This is an optimization exercise on Yosys and OpenROAD, whose aim is small area and a short achievable clock period, not a production implementation. Where RTL was checked, it was by simulation tests only, not by an equivalence proof against the original. No activity file was given, so power comes from the tool's default toggle rates.

==> flow/design.v <==
module pulse_sched_gen #(
  parameter int TW        = 32,
  parameter int QW        = 16,
  parameter int NTEMP     = 3,
  parameter int PULSE_LEN = 4,
  parameter int TNC_GAP   = 8
)(
  input  logic                  clk,
  input  logic                  rst,
  input  logic                  tick_1us,
  input  logic                  sync_in,
  input  logic                  load,
  input  logic                  en_cal,
  input  logic                  en_noise,
  input  logic [3:0]            n_temp,
  input  logic [15:0]           cal_dly,
  input  logic [TW-1:0]         dt_cal,
  input  logic [TW-1:0]         dt_noise,
  input  logic [NTEMP*TW-1:0]   p_ni,
  input  logic [NTEMP*TW-1:0]   p_ii,
  input  logic [NTEMP*TW-1:0]   p_np,
  input  logic [NTEMP*TW-1:0]   p_ip,
  input  logic [NTEMP*QW-1:0]   qit,
  output logic                  tni,
  output logic                  tki,
  output logic                  tnp,
  output logic                  tkp,
  output logic                  tobm,
  output logic                  tnc,
  output logic                  i_izl,
  output logic                  i_get,
  output logic                  error,
  output logic                  busy,
  output logic [3:0]            cur_train,
  output logic [TW-1:0]         time_now
);
  localparam int CW = $clog2(PULSE_LEN);
  localparam int NP = NTEMP + 2;           
  localparam int BW = 8;                   
  localparam int NB = TW / BW;
  function automatic logic [TW-1:0] kvec(input logic [NB-1:0] k);
    kvec = '0;
    for (int j = 1; j < NB; j++) kvec[j*BW] = k[j];
  endfunction
  function automatic logic [TW+NB-1:0] badd(input logic [TW-1:0] x, input logic [TW-1:0] y,
                                            input logic [NB-1:0] k);
    logic [TW-1:0] s;
    logic [NB-1:0] co;
    logic [BW-1:0] g, p;
    logic [BW:0] c;
    logic t;
    co = '0;
    for (int j = 0; j < NB; j++) begin
      g = x[j*BW +: BW] & y[j*BW +: BW];
      p = x[j*BW +: BW] ^ y[j*BW +: BW];
      c[0] = (j > 0) ? k[j] : 1'b0;
      for (int i = 1; i <= BW; i++) begin
        c[i] = 1'b0;
        for (int m = 0; m <= i; m++) begin
          t = (m == 0) ? c[0] : g[m-1];
          for (int q = m; q < i; q++) t = t & p[q];
          c[i] = c[i] | t;
        end
      end
      s[j*BW +: BW] = p ^ c[BW-1:0];
      if (j + 1 < NB) co[j+1] = c[BW];
    end
    badd = {co, s};
  endfunction
  function automatic logic hit(input logic [TW-1:0] x, input logic [TW-1:0] v,
                               input logic [NB-1:0] k);
    logic [TW-1:0] y, kv, p, g, z;
    y = ~x;
    kv = kvec(k);
    p = v ^ y ^ kv;
    g = {((v[TW-2:0] & y[TW-2:0]) | (v[TW-2:0] & kv[TW-2:0]) | (y[TW-2:0] & kv[TW-2:0])), 1'b0};
    z = {(p[TW-2:0] | g[TW-2:0]), 1'b0};
    hit = ((p ^ g) == z);
  endfunction
  logic [2:0] s_tk, s_sy, s_ld;
  logic tk_r, sy_r, ld_r, tkv;
  logic st_start, st_arm, st_run, st_endw;    
  logic [NP-1:0] en_v;                        
  logic [15:0] sh_cal_dly;
  logic [TW-1:0] sh_dt_cal, sh_dt_noise;
  logic [NTEMP*TW-1:0] sh_ni, sh_ii, sh_np, sh_ip;
  logic [NTEMP*QW-1:0] sh_qit;
  logic [NP:0] ps, ps_first, ps_next;         
  logic [QW-1:0] rep1, q_cur;                 
  logic done;                                 
  logic [NP-1:0] psd;                          
  logic [1:0] ct;                              
  logic [3:0][TW-1:0] tv;                    
  logic [3:0][NB-1:0] tc;                    
  logic [NP:0] ps_arm;                       
  logic [TW-1:0] pa, pb, pc, od;
  logic [TW-1:0] s1, c1, s2, c2, s3, c3;
  logic [TW+NB-1:0] n0, n1, n2, n3;
  logic [4:0] act, pend, fire;
  logic [4:0][CW-1:0] cnt;
  logic [3:0] m;
  assign tk_r = s_tk[1] & ~s_tk[2];
  assign sy_r = s_sy[1] & ~s_sy[2];
  assign ld_r = s_ld[1] & ~s_ld[2];
  assign tkv  = tk_r & ~sy_r;
  always_comb begin
    ps_first = '0;
    ps_first[NP] = 1'b1;
    for (int p = NP - 1; p >= 0; p--)
      if (en_v[p]) begin
        ps_first = '0;
        ps_first[p] = 1'b1;
      end
  end
  always_comb begin
    logic seen;
    ps_next = '0;
    seen = 1'b0;
    for (int p = 0; p < NP; p++) begin
      if (seen && en_v[p] && ps_next == '0) ps_next[p] = 1'b1;
      if (ps[p]) seen = 1'b1;
    end
    if (ps_next == '0) ps_next[NP] = 1'b1;
  end
  always_comb begin
    logic [QW-1:0] q;
    q = (ps[0] | ps[1]) ? QW'(1) : '0;
    for (int k = 0; k < NTEMP; k++)
      q = q | ({QW{ps[k+2] & ld_r}} & qit[k*QW +: QW]) | ({QW{ps[k+2] & ~ld_r}} & sh_qit[k*QW +: QW]);
    q_cur = q;
  end
  assign ps_arm = st_start ? ps_first : done ? ps_next : ps;
  always_comb begin
    logic [TW-1:0] a, b, c;
    logic [NP-1:0] si, ss;
    si = ps_arm[NP-1:0] & {NP{ld_r}};
    ss = ps_arm[NP-1:0] & {NP{~ld_r}};
    a = ps_arm[NP] ? TW'(TNC_GAP) : '0;
    b = '0;
    c = ({TW{si[0] | si[1]}} & TW'(cal_dly)) | ({TW{ss[0] | ss[1]}} & TW'(sh_cal_dly));
    for (int k = 0; k < NTEMP; k++) begin
      a = a | ({TW{si[k+2]}} & p_ni[k*TW +: TW]) | ({TW{ss[k+2]}} & sh_ni[k*TW +: TW]);
      b = b | ({TW{si[k+2]}} & p_ii[k*TW +: TW]) | ({TW{ss[k+2]}} & sh_ii[k*TW +: TW]);
      c = c | ({TW{si[k+2]}} & p_np[k*TW +: TW]) | ({TW{ss[k+2]}} & sh_np[k*TW +: TW]);
    end
    pa = a;
    pb = b;
    pc = c;
  end
  always_comb begin
    logic [TW-1:0] d;
    d = ({TW{psd[0]}} & sh_dt_cal) | ({TW{psd[1]}} & sh_dt_noise);
    for (int k = 0; k < NTEMP; k++) d = d | ({TW{psd[k+2]}} & sh_ip[k*TW +: TW]);
    od = d;
  end
  assign s1 = tv[3] ^ tv[0] ^ tv[1];
  assign c1 = {(tv[3][TW-2:0] & tv[0][TW-2:0]) | (tv[3][TW-2:0] & tv[1][TW-2:0]) | (tv[0][TW-2:0] & tv[1][TW-2:0]), 1'b0};
  assign s2 = s1 ^ c1 ^ tv[2];
  assign c2 = {(s1[TW-2:0] & c1[TW-2:0]) | (s1[TW-2:0] & tv[2][TW-2:0]) | (c1[TW-2:0] & tv[2][TW-2:0]), 1'b0};
  assign s3 = s2 ^ c2 ^ od;
  assign c3 = {(s2[TW-2:0] & c2[TW-2:0]) | (s2[TW-2:0] & od[TW-2:0]) | (c2[TW-2:0] & od[TW-2:0]), 1'b0};
  assign n0 = badd(tv[3], tv[0], tc[3]);
  assign n1 = badd(s1, c1, tc[3]);
  assign n2 = badd(s2, c2, tc[3]);
  assign n3 = badd(s3, c3, tc[3]);
  for (genvar i = 0; i < 4; i++) begin : g_m
    assign m[i] = hit(time_now, tv[i], tc[i]);
  end
  assign fire[0] = tkv & pend[0] & m[0];
  assign fire[1] = tkv & pend[1] & m[1];
  assign fire[2] = tkv & pend[2] & m[2];
  assign fire[3] = tkv & pend[3] & m[3];
  assign fire[4] = tkv & pend[4] & m[0];
  always_ff @(posedge clk or posedge rst)
    if (rst) begin
      s_tk <= '0;
      s_sy <= '0;
      s_ld <= '0;
      en_v <= '0;
      psd <= '0;
      done <= 1'b0;
    end else begin
      s_tk <= {s_tk[1:0], tick_1us};
      s_sy <= {s_sy[1:0], sync_in};
      s_ld <= {s_ld[1:0], load};
      if (ld_r) begin
        en_v[0] <= en_cal;
        en_v[1] <= en_noise;
        for (int k = 0; k < NTEMP; k++) en_v[k+2] <= (n_temp > 4'(k)) && (qit[k*QW +: QW] != '0);
      end
      done <= rep1 >= q_cur;
      if (!sy_r && (st_start || (st_run && fire[3]))) psd <= ps_arm[NP-1:0];
    end
  always_ff @(posedge clk)
    if (ld_r) begin
      sh_cal_dly <= cal_dly;
      sh_dt_cal <= dt_cal;
      sh_dt_noise <= dt_noise;
      sh_ni <= p_ni;
      sh_ii <= p_ii;
      sh_np <= p_np;
      sh_ip <= p_ip;
      sh_qit <= qit;
    end
  always_ff @(posedge clk) begin
    if (!sy_r) begin
      if (st_start || (st_run && fire[3])) begin
        tv[0] <= pa;
        tv[1] <= pb;
        tv[2] <= pc;
        ps <= ps_arm;
      end
      if (st_start) begin
        tv[3] <= time_now;
        tc[3] <= '0;
        rep1 <= QW'(1);
      end
      if (st_arm) begin
        {tc[0], tv[0]} <= n0;
        {tc[1], tv[1]} <= n1;
        {tc[2], tv[2]} <= n2;
        if (!ps[NP]) {tc[3], tv[3]} <= n3;
      end
      if (st_run && fire[3]) rep1 <= done ? QW'(1) : rep1 + QW'(1);
    end
    for (int i = 0; i < 5; i++)
      if (fire[i]) cnt[i] <= CW'(PULSE_LEN - 1);
      else if (tk_r && act[i]) cnt[i] <= cnt[i] - CW'(1);
  end
  always_ff @(posedge clk or posedge rst)
    if (rst) begin
      st_start <= 1'b0;
      st_arm <= 1'b0;
      st_run <= 1'b0;
      st_endw <= 1'b0;
      busy <= 1'b0;
      ct <= '0;
      time_now <= '0;
      act <= '0;
      pend <= '0;
      i_izl <= 1'b0;
      i_get <= 1'b0;
      error <= 1'b0;
    end else begin
      error <= ((fire[0] && i_get) || (fire[2] && i_izl)) ? 1'b1 : ld_r ? 1'b0 : error;
      if (sy_r) begin
        time_now <= '0;
        st_start <= 1'b1;
        st_arm <= 1'b0;
        st_run <= 1'b0;
        st_endw <= 1'b0;
        busy <= 1'b1;
        ct <= '0;
        pend <= '0;
        act <= '0;
        i_izl <= 1'b0;
        i_get <= 1'b0;
      end else begin
        if (tk_r) time_now <= time_now + TW'(1);
        for (int i = 0; i < 5; i++)
          if (fire[i]) act[i] <= 1'b1;
          else if (tk_r && cnt[i] == '0) act[i] <= 1'b0;
        i_izl <= fire[1] ? 1'b0 : fire[0] ? 1'b1 : i_izl;
        i_get <= fire[3] ? 1'b0 : fire[2] ? 1'b1 : i_get;
        pend <= pend & ~fire;
        st_start <= st_endw & fire[4];
        st_arm <= st_start | (st_run & fire[3]);
        st_run <= (st_arm & ~ps[NP]) | (st_run & ~fire[3]);
        st_endw <= (st_arm & ps[NP]) | (st_endw & ~fire[4]);
        if (st_arm) pend <= ps[NP] ? 5'b10000 : (ps[0] | ps[1]) ? 5'b01100 : 5'b01111;
        if (st_start || (st_run && fire[3]))
          ct <= {ps_arm[4], ps_arm[3]} & {2{st_start | st_run}};
        else
          ct <= {ps[4], ps[3]} & {2{(st_arm & ~ps[NP]) | st_run}};
      end
    end
  assign tni = act[0];
  assign tki = act[1];
  assign tnp = act[2];
  assign tkp = act[3];
  assign tobm = act[3];
  assign tnc = act[4];
  assign cur_train = {2'b00, ct};
endmodule
Settings: LEC_CHECK=0, CAP_MARGIN=20, CORE_MARGIN=2, CORE_UTILIZATION=40, SLEW_MARGIN=20; clock period 11.0 ns.
standard.sh (not shown) runs the stock make flow with config.mk's settings and CLKGATE_MAP_FILE= SYNTH_SCRIPT=/design/flow/synth_recipe.tcl, a recipe that flattens the netlist after the stock synthesis.
==> flow/flow/run.sh <==
#!/bin/bash
# The standard layout (standard.sh, with its standard synthesis), with extra ORFS settings:
# plain buf_1 cells as the port buffers, and a setup margin that makes timing repair aim for
# more slack than the clock period needs. The clock period and constraints are unchanged.
set -euo pipefail
bash standard.sh finish SETUP_SLACK_MARGIN=7.25 CTS_CLUSTER_SIZE=24 CTS_CLUSTER_DIAMETER=100 CORE_UTILIZATION=60 "BUFFER_PORTS_ARGS=-buffer_cell sky130_fd_sc_hd__buf_1" > standard.log 2>&1
The first run passed the timing, DRC and antenna checks.
Change:
--- a/flow/design.v
+++ b/flow/design.v
@@ -33,13 +33,13 @@
   output logic                  busy,
   output logic [3:0]            cur_train,
   output logic [TW-1:0]         time_now
 );
   localparam int CW = $clog2(PULSE_LEN);
   localparam int NP = NTEMP + 2;           
-  localparam int BW = 8;                   
+  localparam int BW = 4;                   
   localparam int NB = TW / BW;
   function automatic logic [TW-1:0] kvec(input logic [NB-1:0] k);
     kvec = '0;
     for (int j = 1; j < NB; j++) kvec[j*BW] = k[j];
   endfunction
   function automatic logic [TW+NB-1:0] badd(input logic [TW-1:0] x, input logic [TW-1:0] y,
After rerunning:
- first-iteration DRC count decreases by 6.2%
- area after synthesis goes up by 1.8%
- clock-buffer cell count grows by 3
- design area increases by 0.41%
- worst setup slack improves by 270 ps
- wire length increases by 1.4%
- global-route usage stays flat
- via count is lower by 1.5%
- total power decreases by 14%
- non-clock buffer count increases by 1
Function not checked in the first run of this note: the RTL went through the layout flow alone.

==> separate check: timing with driven ports <==
Ports are ideal in the flow. The routed layouts listed here were re-timed in OpenROAD. Step 1 assumes that a clkbuf_16 drives the clock port and a buf_2 every other input. Step 2 adds t to the input delays and takes it off the output delays; t is the mean of the earliest and latest rising clock arrival at the registers after step 1. Input paths then give back, and output paths get back, about the clock's delay inside the block. a / b / c = no drivers / after step 1 / after step 2; a / b = the first two.
| run | t, ns | setup WS [ns] | worst setup path after step 2 | worst register clock-pin slew, ns | cell pins on the clock port's net |
|---|---|---|---|---|---|
| the first run | 0.681 | 6.972 / 6.972 / 6.860 | input to register | 0.11 / 0.11 | 1 |
| the second run | 0.692 | 7.246 / 7.246 / 6.629 | input to register | 0.11 / 0.11 | 1 |
After both steps setup and hold are still met in every run listed. For the second run, which loses most, drivers alone change the setup slack by 0.000 ns; drivers and shift together by -0.617 ns.
